Background: an optimization exercise with open tools, aiming at small area and a short achievable clock period. Do not read the settings as production practice. No functional check of the RTL was part of any run shown here. No activity file was given, so power comes from the tool's default toggle rates.

## flow/run.sh

```bash
#!/bin/bash
# synth_recipe.tcl (not shown) runs the flow's synth.tcl, then flattens the netlist and writes it again
# the make line also repeats each setting of config.mk as NAME=value (left out here)
make -C /OpenROAD-flow-scripts/flow DESIGN_CONFIG=/design/flow/config.mk WORK_HOME=/design/flow/orfs CLKGATE_MAP_FILE= SYNTH_SCRIPT=/design/flow/synth_recipe.tcl finish
```

## flow/config.mk

```make
export PLATFORM = sky130hd
export DESIGN_NAME = param_stack
export DESIGN_NICKNAME = param_stack
export VERILOG_FILES = /design/flow/design.v
export SDC_FILE = /design/flow/constraint.sdc
export NUM_CORES = 4
export LEC_CHECK = 0
export ABC_AREA = 1
export CAP_MARGIN = 20
export CORE_MARGIN = 2
export CORE_UTILIZATION = 70
export CTS_CLUSTER_DIAMETER = 100
export CTS_CLUSTER_SIZE = 25
export SETUP_SLACK_MARGIN = 2.35
export SLEW_MARGIN = 20
```

## flow/constraint.sdc

```tcl
create_clock -name core_clock -period 4.5 [get_ports {clk}]
set_input_delay 0.9000 -clock core_clock [delete_from_list [all_inputs] [get_ports {clk}]]
set_output_delay 0.9000 -clock core_clock [all_outputs]
set_load 0.01 [all_outputs]
```

## flow/design.v

```verilog
package stack_pkg;
  localparam int DATA_W_DEF = 8;
  localparam int DEPTH_DEF  = 256;
endpackage
module stack_ram (
  input  logic       clk,
  input  logic [1:0] wb_en_i,
  input  logic [3:0] row0_i,
  input  logic [3:0] row1_i,
  input  logic [7:0] wb_data0_i,
  input  logic [7:0] wb_data1_i,
  output logic [7:0] rd_data0_o,
  output logic [7:0] rd_data1_o
);
  logic [31:0][7:0][7:0] ring_q;
  logic [15:0][7:0]      tail0, tail1;
  always_ff @(posedge clk) begin
    for (int g = 0; g < 32; g++) begin
      if (g % 2 == 0) begin
        if (wb_en_i[0] && row0_i == 4'(g / 2)) ring_q[g][0] <= wb_data0_i;
        else                                   ring_q[g][0] <= ring_q[g][7];
      end else begin
        if (wb_en_i[1] && row1_i == 4'(g / 2)) ring_q[g][0] <= wb_data1_i;
        else                                   ring_q[g][0] <= ring_q[g][7];
      end
      for (int j = 1; j < 8; j++) ring_q[g][j] <= ring_q[g][j-1];
    end
  end
  always_comb begin
    for (int h = 0; h < 16; h++) begin
      tail0[h] = ring_q[2*h][7];
      tail1[h] = ring_q[2*h+1][7];
    end
  end
  assign rd_data0_o = tail0[row0_i];
  assign rd_data1_o = tail1[row1_i];
endmodule
module param_stack #(
  parameter int DATA_W = stack_pkg::DATA_W_DEF,
  parameter int DEPTH  = stack_pkg::DEPTH_DEF,
  parameter int PTR_W  = 8
) (
  input  logic              clk,
  input  logic              rst,
  input  logic              push,
  input  logic              pop,
  input  logic              tos,
  input  logic              clr_err,
  input  logic [DATA_W-1:0] d_in,
  output logic [DATA_W-1:0] d_out,
  output logic              d_out_vld,
  output logic [PTR_W:0]    count,
  output logic              empty,
  output logic              full,
  output logic              overflow,
  output logic              underflow
);
  logic [8:0]       cnt_q;
  logic             empty_q, full_q;
  logic [7:0]       dout_q;
  logic             vld_q, ovf_q, unf_q;
  logic [8:0]       top_q;      
  logic             ne_q, nf_q;  
  logic [15:0][7:0] cache_q;
  logic [15:0]      sv_q;       
  logic [15:0]      sd_q;       
  logic [2:0]       ph_q;       
  logic [1:0]       wbg_q;      
  logic [1:0]       ldg_q;      
  logic [1:0][3:0]  hi_q;       
  logic [1:0][7:0]  wb_data;
  logic [7:0]       rd_data0, rd_data1;
  logic inc, dec, rd;
  assign inc = push && nf_q && (!pop || !ne_q);
  assign dec = pop && !push && ne_q;
  assign rd  = ne_q && (pop || (tos && !push));
  logic [15:0] oh_a, oh_b, a0, a1, wr, pd;
  always_comb begin
    for (int s = 0; s < 16; s++) begin
      oh_b[s] = (top_q[3:0] == 4'(s));           
      oh_a[s] = (top_q[3:0] == 4'((s + 15) % 16));  
      a0[s]   = nf_q && oh_a[s];                  
      a1[s]   = ne_q ? oh_b[s] : oh_a[s];         
      wr[s]   = push && (pop ? a1[s] : a0[s]);
      pd[s]   = pop && !push && ne_q && oh_b[s];
    end
  end
  logic [2:0]      ph_n;
  logic [1:0][3:0] hi_d;
  logic [1:0]      evt_d;
  assign ph_n = ph_q + 3'd1;
  always_comb begin
    for (int p = 0; p < 2; p++) begin
      logic [3:0] s;
      s = {p[0], ph_n};
      hi_d[p]  = (s <= top_q[3:0]) ? top_q[7:4] : top_q[7:4] - 4'd1;
      evt_d[p] = wr[s] || pd[s];
    end
  end
  logic [1:0] wbg_d, ldg_d;
  always_comb begin
    for (int p = 0; p < 2; p++) begin
      wbg_d[p]   = sd_q[{p[0], ph_n}] && !evt_d[p];
      ldg_d[p]   = !sv_q[{p[0], ph_n}] && !evt_d[p];
      wb_data[p] = cache_q[{p[0], ph_q}];
    end
  end
  always_ff @(posedge clk) hi_q <= hi_d;
  always_ff @(posedge clk) begin
    if (rst) begin
      cnt_q   <= '0;
      empty_q <= 1'b1;
      full_q  <= 1'b0;
      dout_q  <= '0;
      vld_q   <= 1'b0;
      ovf_q   <= 1'b0;
      unf_q   <= 1'b0;
      top_q   <= '1;
      ne_q    <= 1'b0;
      nf_q    <= 1'b1;
      sv_q    <= '1;
      sd_q    <= '0;
      ph_q    <= '0;
      wbg_q   <= '0;
      ldg_q   <= '0;
    end else begin
      ph_q  <= ph_n;
      wbg_q <= wbg_d;
      ldg_q <= ldg_d;
      if (inc) begin
        top_q   <= top_q + 9'd1;
        cnt_q   <= top_q + 9'd2;
        ne_q    <= 1'b1;
        empty_q <= 1'b0;
        nf_q    <= (top_q != 9'd254);
        full_q  <= (top_q == 9'd254);
      end else if (dec) begin
        top_q   <= top_q - 9'd1;
        cnt_q   <= top_q;
        ne_q    <= (top_q != 9'd0);
        empty_q <= (top_q == 9'd0);
        nf_q    <= 1'b1;
        full_q  <= 1'b0;
      end
      vld_q <= rd;
      if (rd) dout_q <= cache_q[top_q[3:0]];
      ovf_q <= (ovf_q && !clr_err) || (push && !pop && !nf_q);
      unf_q <= (unf_q && !clr_err) || (!ne_q && (pop || (tos && !push)));
      for (int s = 0; s < 16; s++) begin
        if (wr[s]) begin
          cache_q[s] <= d_in;
          sv_q[s]    <= 1'b1;
          sd_q[s]    <= 1'b1;
        end else if (pd[s]) begin
          sv_q[s] <= (top_q[8:4] == 5'd0);
          sd_q[s] <= 1'b0;
        end else begin
          if (ph_q == 3'(s % 8) && ldg_q[s / 8]) begin
            cache_q[s] <= (s < 8) ? rd_data0 : rd_data1;
            sv_q[s]    <= 1'b1;
          end
          if (ph_q == 3'(s % 8) && wbg_q[s / 8]) sd_q[s] <= 1'b0;
        end
      end
    end
  end
  stack_ram u_ram (
    .clk        (clk),
    .wb_en_i    (wbg_q),
    .row0_i     (hi_q[0]),
    .row1_i     (hi_q[1]),
    .wb_data0_i (wb_data[0]),
    .wb_data1_i (wb_data[1]),
    .rd_data0_o (rd_data0),
    .rd_data1_o (rd_data1)
  );
  assign count     = cnt_q;
  assign empty     = empty_q;
  assign full      = full_q;
  assign d_out     = dout_q;
  assign d_out_vld = vld_q;
  assign overflow  = ovf_q;
  assign underflow = unf_q;
endmodule
```

==> impl_results.md, run 1 <==
- # H-tree levels: 3
- Synth Instances: ~4500
- Detail Placement HPWL: about 71000 um
- NetSw: 0.008499 W
- Status: no timing/DRC/antenna violations
- CTS max path bufs: 3
- #FFs+latches synth: 2256
- Hold-fix buffers at CTS: 0
- Share of post-route cells with drive strength above 1: a little under an eighth
- # clock sinks: ~2300
- Launching point of the worst reg2reg path: wbg_q[0]
- Top-count cell post-synth: dfxtp_1
- Placer Congestion: slightly above 0.9
- DRT antenna net count: 0
- Most Frequent Cell on Critical Path: nand2_1
- Period utilization: between 50 and 60%
- Number of cells on the worst hold path: 0
- R2R Path End: u_ram.ring_q[1798]
- Worst Path Arrival: approximately 2800 ps
- First-iteration detailed-routing DRC count: 3353
- CTS Buf Count: 100
- Largest family of logic cells by synthesized area: compound AO/OA/AOI/OAI gates
- CTS Root Cell: clkbuf_16
- RSZ-0062 raised after global routing: yes
- Hold Vio Cnt, Final: 0
- Seq/Total Area, Yosys: around four fifths
- CP max-delay cell: nor3_2
- Area of the multi-input gates: ~11000 um2
- Primary FF master, synth: dfxtp_1
- Slew Limit Fails: 0
- Register area: 46510 um2
- Max incr delay on CP: just over 700 ps
- DR WL/cell: 20.83 um
- Syn-to-layout area delta: 10.69%
- WHS Endpoint: u_ram.ring_q[1005]
- Final Setup Violations: 0
- YS warnings: 2
- First-pass DRT Iterations: 6
- Die Width: 290.2 um
- XOR/XNOR Fraction of Synth Area: less than 1%
- Final TNS setup: 0 ps
- Post-Place Cell Area: 58810 um2
- Compound-gate portion of the synthesized area: 8.882%
- Vias: roughly 31000
- Sequential power share: 62.8%
- Nets: between 4000 and 5000
- Post-synth cell types: 44
- Clk_skew: approximately 43 ps
- Final instance area: around 63000 um2
- Vias in the first global route: just over 30000
- Crit. End Element: register
- Power per cell area: ~550 nW/um2
- Reg-to-reg setup timing slack: 2220 ps
- First-pass GRT wire length: around 180000 um
- Commonest cells in the netlist: dfxtp_1, nand2_1, o21ai_0, a22oi_1, nor2_1
- Combinational power share: 9.4%
- Syn avg cell area: approximately 13 um2
- Worst Setup Start Kind: register
- Post-synthesis adder-cell area fraction: less than 1%
- Full die area: between 80000 and 90000 um2
- CP Cell Sequence: inv_1, nor3_2, nand2_1, nand2_1, o21ai_0
- Sw Share: roughly a quarter
- Port Buf Inserts: 35
- Worst reg2reg path depth: 5
- Crit path max fanout: 16
- Worst min path class: register to register
- Mux cell area share after synthesis: 0%
- HP Start: u_ram.ring_q[997]
- Max Cap Violations: 0
- Total GRT Usage: a little over a quarter
- Slew HR: 40.11%
- Async S/R FF share, synth: 0%
- Io pins: 36
- Clk Latency, worst-skew pair: 700 ps
- DRC: 0
- Initial antenna violation count: 0
- Initial Util: 70.97%
- Synth Cell Area: 57350 um2
- # fillers: around 4800
- Post-synthesis simple-gate area fraction: around 7%
- Dominant cell type by area after synthesis: dfxtp_1
- Die Y: slightly below 300 um
- Synth top area share: 74.29%
- Clk slew on worst S/H paths: 110 ps
- Internal: 0.02659 W
- Net count of the mapped netlist: 4543
- Post-synth EDFFs: ~130
- Clk network pwr share: between 20% and 30%
- Lkg Pwr: about 25 nW
- Max rail drop VDD: ~0.48 mV
- Row count: between 100 and 150
- Largest net degree at the start of global routing: 50
- Worst-Margin Slew: between 800 and 900 ps
- Top area cells in the synthesized netlist: dfxtp_1, edfxtp_1, nand2_1
- Final worst path period need: 2282 ps
- Ant diodes: 0
- GR Overflow Total: 0
- CTS tree: built
- Critical Path RT: 5060 ps
- DRT Wirelength: ~120000 um
- Highest achievable clock rate: roughly 440 MHz
- Core region area: slightly above 80000 um2
- Worst setup path category: register to register
- Via density: ~5.5
==> area by class of cell <==
cell class	instances	area share, %
Sequential cell	2256	73.27
Inverter	132	0.9067
Clock buffer	113	4.019
Timing Repair inverter	3	0.04139
Timing Repair Buffer	151	2.411
Tap cell	1060	2.089
Multi-Input combinational cell	1941	17.07
Clock inverter	6	0.1971
==> power by group through the flow <==
stage	sequential (W)	clock, W	combinational, W
2_1_floorplan	0.0222	0	0.00159
3_3_place_gp	0.0224	0	0.00252
3_5_place_dp	0.0224	0	0.00256
4_1_cts	0.0220	0.00992	0.00294
5_1_grt	0.0221	0.0106	0.00349
6_report	0.0220	0.00977	0.00329
==> stage by stage <==
stage / util, % / hold WS [ps] / setup slack [ps] / power [W] / instances
after floorplan: - / 309.6 / 2155 / 0.02380 / 4508
after detailed placement: 72.77 / 312.1 / 903.3 / 0.02498 / 5463
after CTS: 77.51 / 302.3 / 2333 / 0.03487 / 5634
final: 78.55 / 306.0 / 2218 / 0.03509 / 5662
after global placement: 72.77 / 309.5 / 1016 / 0.02489 / 5463
after global routing: 78.55 / 311.5 / 2152 / 0.03621 / 5662
==> cells by family after synthesis <==
group                      Yosys count
DFF                               2256
and+or+nand+nor                   1041
AOI/OAI and AO/OA                  862
buffers and inverters              317
adders and majority gates           21
xor gates and xnor gates            11
==> flip-flops by register name (all words and copies together), names as in the netlist, 8 cells and up <==
register / flops
cache_q: 128
sd_q: 16
top_q: 9
hi_q: 8
u_ram.ring_q: 2048
dout_q: 8
sv_q: 16
cnt_q: 9
==> worst max path at each step <==
stage	slack, ps	end	from
6_report	2220	u_ram.ring_q[1798]	wbg_q[0]
3_5_place_dp	900	cache_q[18]	pop
2_1_floorplan	2160	top_q[8]	pop
4_1_cts	2330	u_ram.ring_q[1092]	wbg_q[1]
3_3_place_gp	1020	cache_q[20]	pop
5_1_grt	2150	u_ram.ring_q[129]	wbg_q[0]
==> worst max-delay path, delay by kind of cell, from the launching register on <==
family	cells	cell delay, ps
buf+inv	1	290
simple gates	3	1410
flops	1	320
compound gates	1	100
==> layer usage <==
metal / routed length (um) / up-vias / GRT usage (%)
met2: 52520 / 1286 / 42.67
met1: 52190 / 14921 / 38.98
met5: 0 / - / 0
met3: 8552 / 293 / 4.199
li1: - / 14879 / -
met4: 4661 / 0 / 10.34
==> repair_timing <==
| item | in CTS | in global routing |
|---|---|---|
| hold endpoints to repair | 0 | 0 |
| cloned | 7 | 4 |
| pin swaps | 30 | 44 |
| buffers inserted | 45 | 24 |
| gates resized for setup | 271 | 141 |
| endpoints found under the setup margin | 607 | 439 |
==> layout by cell type, fill, tap and decap left out, types with 6 or more instances in the layout <==
cell type	Yosys	layout
dfxtp_1	2128	2095
nand2_1	795	735
o21ai_0	519	499
a22oi_1	192	162
nor2_1	165	144
edfxtp_1	128	128
inv_1	121	101
clkbuf_16	0	101
buf_4	10	81
nand2_2	12	52
nand3_1	45	36
a22oi_2	0	30
o22ai_1	36	29
buf_12	0	25
dfxtp_2	0	24
buf_2	74	22
a21oi_1	40	20
o21ai_1	3	19
a21oi_4	0	19
o221ai_1	22	18
o2111ai_1	16	16
o21ai_4	0	15
nor2_2	2	15
inv_2	7	15
ha_1	20	14
nor2_4	2	13
nand2_4	0	13
clkbuf_1	71	13
clkdlybuf4s50_1	0	11
dfxtp_4	0	9
nand3_4	0	8
xor2_1	10	8
nand2_8	0	7
nor3_2	0	7
inv_4	2	6
clkinvlp_4	0	6
o22ai_2	0	6
o21ai_2	16	6
o211ai_1	6	6
==> run 2, diff against run 1 <==
--- a/flow/design.v
+++ b/flow/design.v
@@ -4,11 +4,12 @@
 endpackage
 module stack_ram (
   input  logic       clk,
-  input  logic [1:0] wb_en_i,
-  input  logic [3:0] row0_i,
-  input  logic [3:0] row1_i,
-  input  logic [7:0] wb_data0_i,
-  input  logic [7:0] wb_data1_i,
+  input  logic [15:0] wb_we0_i,   
+  input  logic [15:0] wb_we1_i,   
+  input  logic [7:0]  wb_data0_i,
+  input  logic [7:0]  wb_data1_i,
+  input  logic [3:0] rd_row0_i,
+  input  logic [3:0] rd_row1_i,
   output logic [7:0] rd_data0_o,
   output logic [7:0] rd_data1_o
 );
@@ -16,14 +17,15 @@
   logic [15:0][7:0]      tail0, tail1;
   always_ff @(posedge clk) begin
     for (int g = 0; g < 32; g++) begin
+      ring_q[g][0] <= ring_q[g][7];
       if (g % 2 == 0) begin
-        if (wb_en_i[0] && row0_i == 4'(g / 2)) ring_q[g][0] <= wb_data0_i;
-        else                                   ring_q[g][0] <= ring_q[g][7];
+        if (wb_we0_i[g / 2]) ring_q[g][1] <= wb_data0_i;
+        else                                      ring_q[g][1] <= ring_q[g][0];
       end else begin
-        if (wb_en_i[1] && row1_i == 4'(g / 2)) ring_q[g][0] <= wb_data1_i;
-        else                                   ring_q[g][0] <= ring_q[g][7];
+        if (wb_we1_i[g / 2]) ring_q[g][1] <= wb_data1_i;
+        else                                      ring_q[g][1] <= ring_q[g][0];
       end
-      for (int j = 1; j < 8; j++) ring_q[g][j] <= ring_q[g][j-1];
+      for (int j = 2; j < 8; j++) ring_q[g][j] <= ring_q[g][j-1];
     end
   end
   always_comb begin
@@ -32,8 +34,8 @@
       tail1[h] = ring_q[2*h+1][7];
     end
   end
-  assign rd_data0_o = tail0[row0_i];
-  assign rd_data1_o = tail1[row1_i];
+  assign rd_data0_o = tail0[rd_row0_i];
+  assign rd_data1_o = tail1[rd_row1_i];
 endmodule
 module param_stack #(
   parameter int DATA_W = stack_pkg::DATA_W_DEF,
@@ -68,7 +70,10 @@
   logic [1:0]       wbg_q;      
   logic [1:0]       ldg_q;      
   logic [1:0][3:0]  hi_q;       
-  logic [1:0][7:0]  wb_data;
+  logic [1:0]       ld_en_q;    
+  logic [2:0]       ld_off_q;   
+  logic [1:0][15:0] wb_we_q;    
+  logic [1:0][7:0]  wb_data_q, ld_data_q;
   logic [7:0]       rd_data0, rd_data1;
   logic inc, dec, rd;
   assign inc = push && nf_q && (!pop || !ne_q);
@@ -102,10 +107,18 @@
     for (int p = 0; p < 2; p++) begin
       wbg_d[p]   = sd_q[{p[0], ph_n}] && !evt_d[p];
       ldg_d[p]   = !sv_q[{p[0], ph_n}] && !evt_d[p];
-      wb_data[p] = cache_q[{p[0], ph_q}];
-    end
-  end
-  always_ff @(posedge clk) hi_q <= hi_d;
+    end
+  end
+  always_ff @(posedge clk) begin
+    ld_data_q[0] <= rd_data0;
+    ld_data_q[1] <= rd_data1;
+    for (int p = 0; p < 2; p++) begin
+      wb_data_q[p] <= cache_q[{p[0], ph_q}];
+      for (int h = 0; h < 16; h++) wb_we_q[p][h] <= wbg_q[p] && hi_q[p] == 4'(h);
+    end
+    hi_q     <= hi_d;
+    ld_off_q <= ph_q;
+  end
   always_ff @(posedge clk) begin
     if (rst) begin
       cnt_q   <= '0;
@@ -123,10 +136,12 @@
       ph_q    <= '0;
       wbg_q   <= '0;
       ldg_q   <= '0;
+      ld_en_q <= '0;
     end else begin
       ph_q  <= ph_n;
       wbg_q <= wbg_d;
       ldg_q <= ldg_d;
+      ld_en_q <= ldg_q;
       if (inc) begin
         top_q   <= top_q + 9'd1;
         cnt_q   <= top_q + 9'd2;
@@ -155,8 +170,8 @@
           sv_q[s] <= (top_q[8:4] == 5'd0);
           sd_q[s] <= 1'b0;
         end else begin
-          if (ph_q == 3'(s % 8) && ldg_q[s / 8]) begin
-            cache_q[s] <= (s < 8) ? rd_data0 : rd_data1;
+          if (ld_en_q[s / 8] && ld_off_q == 3'(s % 8) && !sv_q[s]) begin
+            cache_q[s] <= ld_data_q[s / 8];
             sv_q[s]    <= 1'b1;
           end
           if (ph_q == 3'(s % 8) && wbg_q[s / 8]) sd_q[s] <= 1'b0;
@@ -166,11 +181,12 @@
   end
   stack_ram u_ram (
     .clk        (clk),
-    .wb_en_i    (wbg_q),
-    .row0_i     (hi_q[0]),
-    .row1_i     (hi_q[1]),
-    .wb_data0_i (wb_data[0]),
-    .wb_data1_i (wb_data[1]),
+    .wb_we0_i   (wb_we_q[0]),
+    .wb_we1_i   (wb_we_q[1]),
+    .wb_data0_i (wb_data_q[0]),
+    .wb_data1_i (wb_data_q[1]),
+    .rd_row0_i  (hi_q[0]),
+    .rd_row1_i  (hi_q[1]),
     .rd_data0_o (rd_data0),
     .rd_data1_o (rd_data1)
   );
--- a/flow/config.mk
+++ b/flow/config.mk
@@ -5,7 +5,6 @@
 export SDC_FILE = /design/flow/constraint.sdc
 export NUM_CORES = 4
 export LEC_CHECK = 0
-export ABC_AREA = 1
 export CAP_MARGIN = 20
 export CORE_MARGIN = 2
 export CORE_UTILIZATION = 70
==> run 2 against run 1 <==
  * Critical path depth up 5
  * Combinational power decreased by 34%
  * Clock skew increased by 7.8 ps
  * Still clean
  * Final cell count down 14%
  * Non-clock buffer count grew 37
  * Sequential share of layout area decreased by 1.2 points
  * Global-route usage increased by 0.16 points
  * Area after synthesis rose by 3.9%
  * Register-to-register slack worse by 20 ps
  * Via count decreased by 14%
  * Clock power rose by 5%
==> impl_results.md, run 2 <==
- Period utilization: 51.49% (was 50.71%)
- YS warnings: 2 (unchanged)
- CTS tree: built (unchanged)
- Commonest non-fill, non-tap cell in the layout: dfxtp_1 (unchanged)
- Status: no timing/DRC/antenna violations (unchanged)
- Initial antenna violation count: 6 (was 0)
- Worst min path class: register to register (unchanged)
- Crit. End Element: register (unchanged)
- Synth Instances: 3572 (was 4508)
- Max rail drop VDD: 0.5352 mV (was 0.4835 mV)
- Highest achievable clock rate: 431.6 MHz (was 438.2 MHz)
- R2R Path End: cache_q[59] (was u_ram.ring_q[1798])
- DRC: 0 (unchanged)
- Fin util: 78.48% (was 78.55%)
- Final worst path period need: 2317 ps (was 2282 ps)
- Row count: 107 (was 104)
- Die Y: 295.8 um (was 290.2 um)
- Port Buf Inserts: 35 (unchanged)
- # fillers: 4334 (was 4790)
- Top-count cell post-synth: dfxtp_1 (unchanged)
- Lkg Pwr: 25.96 nW (was 24.70 nW)
- NetSw: 0.007648 W (was 0.008499 W)
- Slew Limit Fails: 0 (unchanged)
- Sequential power share: 63.4% (was 62.8%)
- # clock sinks: 2325 (was 2256)
- Share of post-route cells with drive strength above 1: 26.47% (was 11.45%)
- Post-synth cell types: 69 (was 44)
- Full die area: 87480 um2 (was 84230 um2)
- Syn avg cell area: 16.68 um2 (was 12.72 um2)
- Sw Share: 22.47% (was 24.22%)
- Commonest non-fill, non-tap cells in the layout: dfxtp_1, mux2_2, mux4_2, edfxtp_1, clkbuf_16 (was dfxtp_1, nand2_1, o21ai_0, a22oi_1, nor2_1)
- Area of the multi-input gates: 12100 um2 (was 10830 um2)
- Pre-CTS WS: 572.9 ps (was 903.3 ps)
- Net count of the mapped netlist: 3607 (was 4543)
- Power per cell area: 511.8 nW/um2 (was 552.8 nW/um2)
- CTS Root Cell: clkbuf_16 (unchanged)
- Worst-Margin Slew: 1134 ps (was 897.3 ps)
- DRT antenna net count: 0 (unchanged)
- Clk Latency, worst-skew pair: 720 ps (was 700 ps)
- Core region area: 84750 um2 (was 80810 um2)
- Slew HR: 24.18% (was 40.11%)
- Top area cells in the synthesized netlist: dfxtp_1, mux2_2, edfxtp_1 (was dfxtp_1, edfxtp_1, nand2_1)
- First-pass GRT wire length: 178200 um (was 176500 um)
- Regs by FF count: u_ram.ring_q (2048), cache_q (128), wb_we_q (32) (was u_ram.ring_q (2048), cache_q (128))
- Critical path launch point: pop (was wbg_q[0])
- Commonest cells in the netlist: dfxtp_1, mux2_2, mux4_2, edfxtp_1 (was dfxtp_1, nand2_1, o21ai_0, a22oi_1, nor2_1)
- Dominant cell type by area after synthesis: dfxtp_1 (unchanged)
- Initial Util: 70.31% (was 70.97%)
- GR Overflow Total: 0 (unchanged)
- Combinational power share: 6.4% (was 9.4%)
- Io pins: 36 (unchanged)
- Worst reg2reg path depth: 9 (was 5)
- # H-tree levels: 3 (unchanged)
- Final Setup Violations: 0 (unchanged)
- Die Width: 295.8 um (was 290.2 um)
- Internal: 0.02639 W (was 0.02659 W)
- Hold Vio Cnt, Final: 0 (unchanged)
- Worst Path Arrival: 2720 ps (was 2840 ps)
- First-pass DRT Iterations: 5 (was 6)
- Placer Congestion: 0.9080 (was 0.9349)
- First-iteration detailed-routing DRC count: 1831 (was 3353)
- Async S/R FF share, synth: 0% (unchanged)
- Synth Cell Area: 59590 um2 (was 57350 um2)
- Total GRT Usage: 27.47% (was 27.31%)
- Worst setup path category: primary input to register (was register to register)
- Launching point of the worst reg2reg path: ne_q (was wbg_q[0])
- Max FFs per register: 2048 (unchanged)
- Primary FF master, synth: dfxtp_1 (unchanged)
- Syn-to-layout area delta: 11.62% (was 10.69%)
- Critical Path RT: 4910 ps (was 5060 ps)
- Vias: 27042 (was 31379)
- Clk_skew: 50.78 ps (was 42.93 ps)
- Vias in the first global route: 28100 (was 30228)
- Seq/Total Area, Yosys: 80.26% (was 80.99%)
- Largest net degree at the start of global routing: 51 (was 50)
- Synth top area share: 73.81% (was 74.29%)
- Clk network pwr share: 30.1% (was 27.9%)
- Register area: 47900 um2 (was 46510 um2)
- CTS max path bufs: 3 (unchanged)
- Post-synth EDFFs: 128 (unchanged)
- Crit path max fanout: 8 (was 16)
- Worst Setup Start Kind: primary input (was register)
- DRT Wirelength: 119200 um (was 117900 um)
- Top reg by flops: u_ram.ring_q (unchanged)
- Worst setup margin: 2183 ps (was 2218 ps)
- DR WL/cell: 24.39 um (was 20.83 um)
- CP Capture Point: cache_q[59] (was u_ram.ring_q[1798])
- RSZ-0062 raised after global routing: yes (unchanged)
- #FFs+latches synth: 2325 (was 2256)
- Nets: 3756 (was 4620)
- CTS Buf Count: 103 (was 100)
- Clk slew on worst S/H paths: 90 ps (was 110 ps)
- Detail Placement HPWL: 70300 um (was 71250 um)
- Max Cap Violations: 0 (unchanged)
- Final TNS setup: 0 ps (unchanged)
- Reg-to-reg setup timing slack: 2200 ps (was 2220 ps)
- Via density: 5.535 (was 5.542)
-- run 2: changes by cell type in the layout (fill, tap and decap cells not counted), sizes merged, moves of 32 or more --
cell and delta:
buf +37, o22ai -35, a22oi -190, dfxtp +69, inv -112, mux4 +160
o21ai -522, nand2 -690, nor2 -80, mux2 +386, nor3 +32
-- run 2: layout make-up --
cell class / instances / area share [%]
Clock inverter: 9 / 0.2859
Tap cell: 1144 / 2.152
Sequential cell: 2325 / 72.02
Inverter: 18 / 0.1505
Antenna cell: 2 / 0.007525
Clock buffer: 115 / 3.975
Multi-Input combinational cell: 1085 / 18.19
Timing Repair Buffer: 188 / 3.224
-- run 2: metal layers --
metal  share of wire (%)  vias to the layer above  GRT usage [%]
met5               0.049                        -              0
met4                 3.0                        8          8.444
met3                 5.3                      191          3.830
met2                  46                      791          43.15
met1                  45                    13703          40.27
li1                    -                    12349              -
-- run 2: logic make-up after synthesis --
logic type	synth area share, %
XOR/XNOR	0.2352
AND/OR/NAND/NOR	2.885
adder cells (fa/ha/maj)	0.4535
multiplexers	13.44
AO/OA/AOI/OAI	1.627
flip-flops	80.26
buffers and inverters	1.096
-- run 2: power by group through the flow --
stage,logic (W),registers (W),clock network [W]
finish,0.00218,0.0216,0.0103
global route,0.00229,0.0216,0.0111
CTS,0.00205,0.0216,0.0104
detailed placement,0.00165,0.0221,0
global placement,0.00162,0.0221,0
floorplan,0.00134,0.0217,0
-- run 2: repair_timing --
action                                 in CTS  in global routing
setup endpoints to repair                 383                261
pin swaps                                  42                 47
hold buffers                                0                  0
gates cloned                                7                  3
setup buffers                              90                 25
resized for setup                         258                 61
endpoints found under the hold margin       0                  0
-- run 2: how the worst min path moves through the flow --
stage / from / end / cells past startpoint
after global routing: u_ram.ring_q[469] / u_ram.ring_q[477] / 0
after floorplan: u_ram.ring_q[992] / u_ram.ring_q[1000] / 0
after global placement: u_ram.ring_q[1198] / u_ram.ring_q[1206] / 0
after detailed placement: u_ram.ring_q[1230] / u_ram.ring_q[1238] / 0
after CTS: u_ram.ring_q[469] / u_ram.ring_q[477] / 0
final: u_ram.ring_q[170] / u_ram.ring_q[178] / 0
-- run 2: worst max-delay path: stages --
cell	delay, ps
buf_4	160
and2_4	160
or3_4	420
a211oi_4	270
buf_6	190
buf_12	130
nand2_8	40
o31a_1	120
nor3_4	170
buf_12	160
-- run 2: per-stage QoR --
stage	cell area, um2	cells	hold WS [ps]	power [W]
6_report	66510	4886	295.7	0.03404
4_1_cts	65970	4856	289.2	0.03403
2_1_floorplan	60170	3572	309.6	0.02305
3_5_place_dp	61470	4635	312.1	0.02379
5_1_grt	66510	4884	301.2	0.03500
3_3_place_gp	61470	4635	309.7	0.02375
==> run 3, diff against run 2 <==
--- a/flow/config.mk
+++ b/flow/config.mk
@@ -5,6 +5,7 @@
 export SDC_FILE = /design/flow/constraint.sdc
 export NUM_CORES = 4
 export LEC_CHECK = 0
+export ABC_AREA = 1
 export CAP_MARGIN = 20
 export CORE_MARGIN = 2
 export CORE_UTILIZATION = 70
==> run 3 against run 2 <==
  * Synthesized cell count rose by 21%
  * Area after synthesis fell by 0.57%
  * Final cell count rose by 14%
  * Clock skew rose by 26 ps
  * Final area fell by 2.2%
  * Sequential power rose by 6%
  * Non-clock buffer count fell by 39
  * Worst hold slack got worse by 25 ps
  * Combinational power rose by 16%
  * Via count rose by 13%
  * Power rose by 4.7%
==> impl_results.md, run 3 <==
- Top area cells in the synthesized netlist: dfxtp_1, edfxtp_1, mux2_2 (was dfxtp_1, mux2_2, edfxtp_1)
- NetSw: 0.008440 W (was 0.007648 W)
- Sequential power share: 64.2% (was 63.4%)
- Commonest cells in the netlist: dfxtp_1, nand2_1, mux2_2, o21ai_0, nor2_1 (was dfxtp_1, mux2_2, mux4_2, edfxtp_1)
- Detail Placement HPWL: 70200 um (was 70300 um)
- Syn avg cell area: 13.70 um2 (was 16.68 um2)
- Largest family of logic cells by synthesized area: compound AO/OA/AOI/OAI gates (was multiplexers)
- Reg-to-reg setup timing slack: 2330 ps (was 2200 ps)
- # clock sinks: 2325 (unchanged)
- Full die area: 86980 um2 (was 87480 um2)
- CP bufs+invs: 4 (unchanged)
- Clk network pwr share: 28.7% (was 30.1%)
- Total GRT Usage: 26.95% (was 27.47%)
- Share of post-route cells with drive strength above 1: 15.11% (was 26.47%)
- Row count: 106 (was 107)
- Post-synth EDFFs: 128 (unchanged)
- Initial antenna violation count: 0 (was 6)
- Placer Congestion: 0.9136 (was 0.9080)
- Post-synthesis adder-cell area fraction: 0.4561% (was 0.4535%)
- Dominant cell type by area after synthesis: dfxtp_1 (unchanged)
- Period utilization: 48.23% (was 51.49%)
- Commonest non-fill, non-tap cells in the layout: dfxtp_1, nand2_1, mux2_2, o21ai_0, nor2_1 (was dfxtp_1, mux2_2, mux4_2, edfxtp_1, clkbuf_16)
- HP Start: u_ram.ring_q[138] (was u_ram.ring_q[170])
- Top reg by flops: u_ram.ring_q (unchanged)
- Worst min path class: register to register (unchanged)
- Worst Path Arrival: 2540 ps (was 2720 ps)
- Via density: 5.511 (was 5.535)
- Hold Vio Cnt, Final: 0 (unchanged)
- Crit. End Element: register (unchanged)
- Combinational power share: 7.1% (was 6.4%)
- Launching point of the worst reg2reg path: top_q[0] (was ne_q)
- # H-tree levels: 3 (unchanged)
- Max FFs per register: 2048 (unchanged)
- Largest net degree at the start of global routing: 85 (was 51)
- Final TNS setup: 0 ps (unchanged)
- Die Y: 294.9 um (was 295.8 um)
- Max Cap Violations: 0 (unchanged)
- Final worst path period need: 2170 ps (was 2317 ps)
- Final Setup Violations: 0 (unchanged)
- CP max-delay cell: dfxtp_4 (was or3_4)
- Worst reg2reg path depth: 9 (unchanged)
- Core region area: 83690 um2 (was 84750 um2)
- Clk slew on worst S/H paths: 120 ps (was 90 ps)
- Worst Setup Start Kind: register (was primary input)
- First-pass DRT Iterations: 6 (was 5)
- Slew HR: 27.04% (was 24.18%)
- DRC: 0 (unchanged)
- Critical Path RT: 4870 ps (was 4910 ps)
- Primary FF master, synth: dfxtp_1 (unchanged)
- Power per cell area: 548.0 nW/um2 (was 511.8 nW/um2)
- Synth Cell Area: 59250 um2 (was 59590 um2)
- Vias in the first global route: 29446 (was 28100)
- Finished Layout Cells: 5549 (was 4886)
- Slew Limit Fails: 0 (unchanged)
- CP Cell Sequence: clkinvlp_4, nor2_4, buf_12, buf_8, nand2_1, nand2_2, nand3_4, a211oi_4, buf_12 (was buf_4, and2_4, or3_4, a211oi_4, buf_6, buf_12, nand2_8, o31a_1, nor3_4, buf_12)
- Commonest non-fill, non-tap cell in the layout: dfxtp_1 (unchanged)
- CTS Root Cell: clkbuf_16 (unchanged)
- First-pass GRT wire length: 177000 um (was 178200 um)
- XOR/XNOR Fraction of Synth Area: 0.1626% (was 0.2352%)
- Critical path's top delay family: buffers and inverters (was simple AND/OR/NAND/NOR gates)
- First-iteration detailed-routing DRC count: 2965 (was 1831)
- WHS Endpoint: u_ram.ring_q[146] (was u_ram.ring_q[178])
- # fillers: 4926 (was 4334)
- DRT antenna net count: 0 (unchanged)
- Synth Instances: 4326 (was 3572)
- Mux cell area share after synthesis: 4.865% (was 13.44%)
- Worst setup path category: register to register (was primary input to register)
- GR Overflow Total: 0 (unchanged)
- Compound-gate portion of the synthesized area: 6.259% (was 1.627%)
- Async S/R FF share, synth: 0% (unchanged)
- Max incr delay on CP: 430 ps (was 420 ps)
- Io pins: 36 (unchanged)
- Internal: 0.02721 W (was 0.02639 W)
- Regs by FF count: u_ram.ring_q (2048), cache_q (128), wb_we_q (32) (unchanged)
- Clk_skew: 76.55 ps (was 50.78 ps)
- RSZ-0062 raised after global routing: yes (unchanged)
- Nets: 4431 (was 3756)
- Top-count cell post-synth: dfxtp_1 (unchanged)
- Status: no timing/DRC/antenna violations (unchanged)
- Worst-Margin Slew: 1093 ps (was 1134 ps)
- Highest achievable clock rate: 460.8 MHz (was 431.6 MHz)
- Die Width: 294.9 um (was 295.8 um)
- CP Depth: 9 (was 10)
- Net count of the mapped netlist: 4361 (was 3607)
- Post-synth cell types: 42 (was 69)
- Clk Latency, worst-skew pair: 720 ps (about the same)
- CTS max path bufs: 3 (unchanged)
- DR WL/cell: 21.59 um (was 24.39 um)
- Max rail drop VDD: 0.4620 mV (was 0.5352 mV)
- Inst Count DP: 5323 (was 4635)
- Sw Share: 23.67% (was 22.47%)
- CTS Buf Count: 103 (unchanged)
- Most Frequent Cell on Critical Path: buf_12 (unchanged)
- Port Buf Inserts: 35 (unchanged)
- YS warnings: 2 (unchanged)
- Synth top area share: 74.23% (was 73.81%)
- Vias: 30579 (was 27042)
- Crit path max fanout: 11 (was 8)
- Number of cells on the worst hold path: 0 (unchanged)
- Syn-to-layout area delta: 9.811% (was 11.62%)
- Initial Util: 70.80% (was 70.31%)
- DRT Wirelength: 119800 um (was 119200 um)
- Post-synthesis simple-gate area fraction: 5.467% (was 2.885%)
- CTS tree: built (unchanged)
- Seq/Total Area, Yosys: 80.72% (was 80.26%)
- Lkg Pwr: 25.78 nW (was 25.96 nW)
- R2R Path End: cache_q[108] (was cache_q[59])
- #FFs+latches synth: 2325 (unchanged)
run 3: power groups by stage:
stage | Sequential, W | Combinational, W | Clock [W]
floorplan | 0.0229 | 0.00151 | 0
global placement | 0.0233 | 0.00211 | 0
detailed placement | 0.0233 | 0.00214 | 0
CTS | 0.0229 | 0.00235 | 0.0104
global route | 0.0230 | 0.00268 | 0.0111
finish | 0.0229 | 0.00253 | 0.0102
run 3: how the worst max path moves through the flow:
stage          startpoint           end
6_report         top_q[0]  cache_q[108]
5_1_grt          top_q[0]  cache_q[122]
4_1_cts          top_q[0]   cache_q[49]
3_5_place_dp          pop   cache_q[77]
3_3_place_gp          pop   cache_q[73]
2_1_floorplan         pop  cache_q[100]
run 3: per-layer routing:
layer	part of all wire, %	track usage, %	routed length (um)	vias up
met5	0	0	0	-
met4	4.0	9.818	4747	0
li1	-	-	-	14394
met1	45	38.94	53770	14662
met2	44	42.12	53280	1234
met3	6.7	3.661	7995	289
run 3: worst reg2reg max path: stages (launching register included):
cell        delay (ps)
dfxtp_4            430
clkinvlp_4         140
nor2_4             160
buf_12             130
buf_8              160
nand2_1            160
nand2_2            130
nand3_4            100
a211oi_4           260
buf_12             160
run 3: timing repair:
item                                    4_1_cts  5_1_grt
endpoints found under the hold margin         0        0
hold buffers                                  0        0
setup buffers                                55       32
gates cloned                                  8        7
pin swaps                                    29       25
gates resized for setup                     213       64
endpoints found under the setup margin      374      185
run 3: layout make-up:
class                           instances  area (um2)  share of cell area (%)
Sequential cell                      2325       47880                   73.60
Timing Repair Buffer                  149        1426                   2.192
Inverter                              108       466.7                  0.7173
Multi-Input combinational cell       1708       11040                   16.96
Timing Repair inverter                  1       8.758                 0.01346
Tap cell                             1134        1419                   2.181
Antenna cell                            1       2.502                0.003846
Clock inverter                          9       198.9                  0.3058
Clock buffer                          114        2619                   4.025
run 3: logic make-up after synthesis:
family	after synthesis
xor gates and xnor gates	11
buffers and inverters	302
AOI/OAI and AO/OA	603
DFF	2325
muxes	256
adders and majority gates	21
and+or+nand+nor	808
run 3: stage by stage:
stage                     setup WS [ps]  area, um2  power [W]  hold WS, ps  util (%)
after CTS                          2248      64470    0.03563        287.0     77.03
after global placement            953.4      60690    0.02539        309.5     72.52
after global routing               2295      65060    0.03677        296.9     77.74
final                              2330      65060    0.03565        270.5     77.74
after detailed placement          906.0      60690    0.02547        312.1     72.52
after floorplan                    2184      59650    0.02436        309.6         -

-- static timing again, ports no longer ideal --
The flow's constraints put no driver on any port. The routed layouts listed below were extracted and timed again, unchanged, in two steps.
Step 1, drivers: a clkbuf_16 drives clk and a buf_2 each remaining input, both assumed.
Step 2 times the ports against the registers' clock, not the clock port: input delays grow and output delays shrink by t, the midpoint of the rising clock arrivals with the driver on.
Slacks: ideal ports / drivers / drivers and shift; pairs: ideal ports / drivers.
run	t (ns)	setup slack, ns	worst setup path at the end	worst slew at a driven data input, ns	cell pins on the clock port's net
run 1	0.752	2.218 / 2.218 / 1.742	input to register	0.04	1
run 2	0.760	2.183 / 2.198 / 1.463	input to register	0.17	1
run 3	0.740	2.330 / 2.316 / 1.578	input to register	0.08	1
After both steps every run listed still meets setup and hold. For run 3, which loses most, drivers alone change the setup slack by -0.014 ns; drivers and shift together by -0.752 ns.
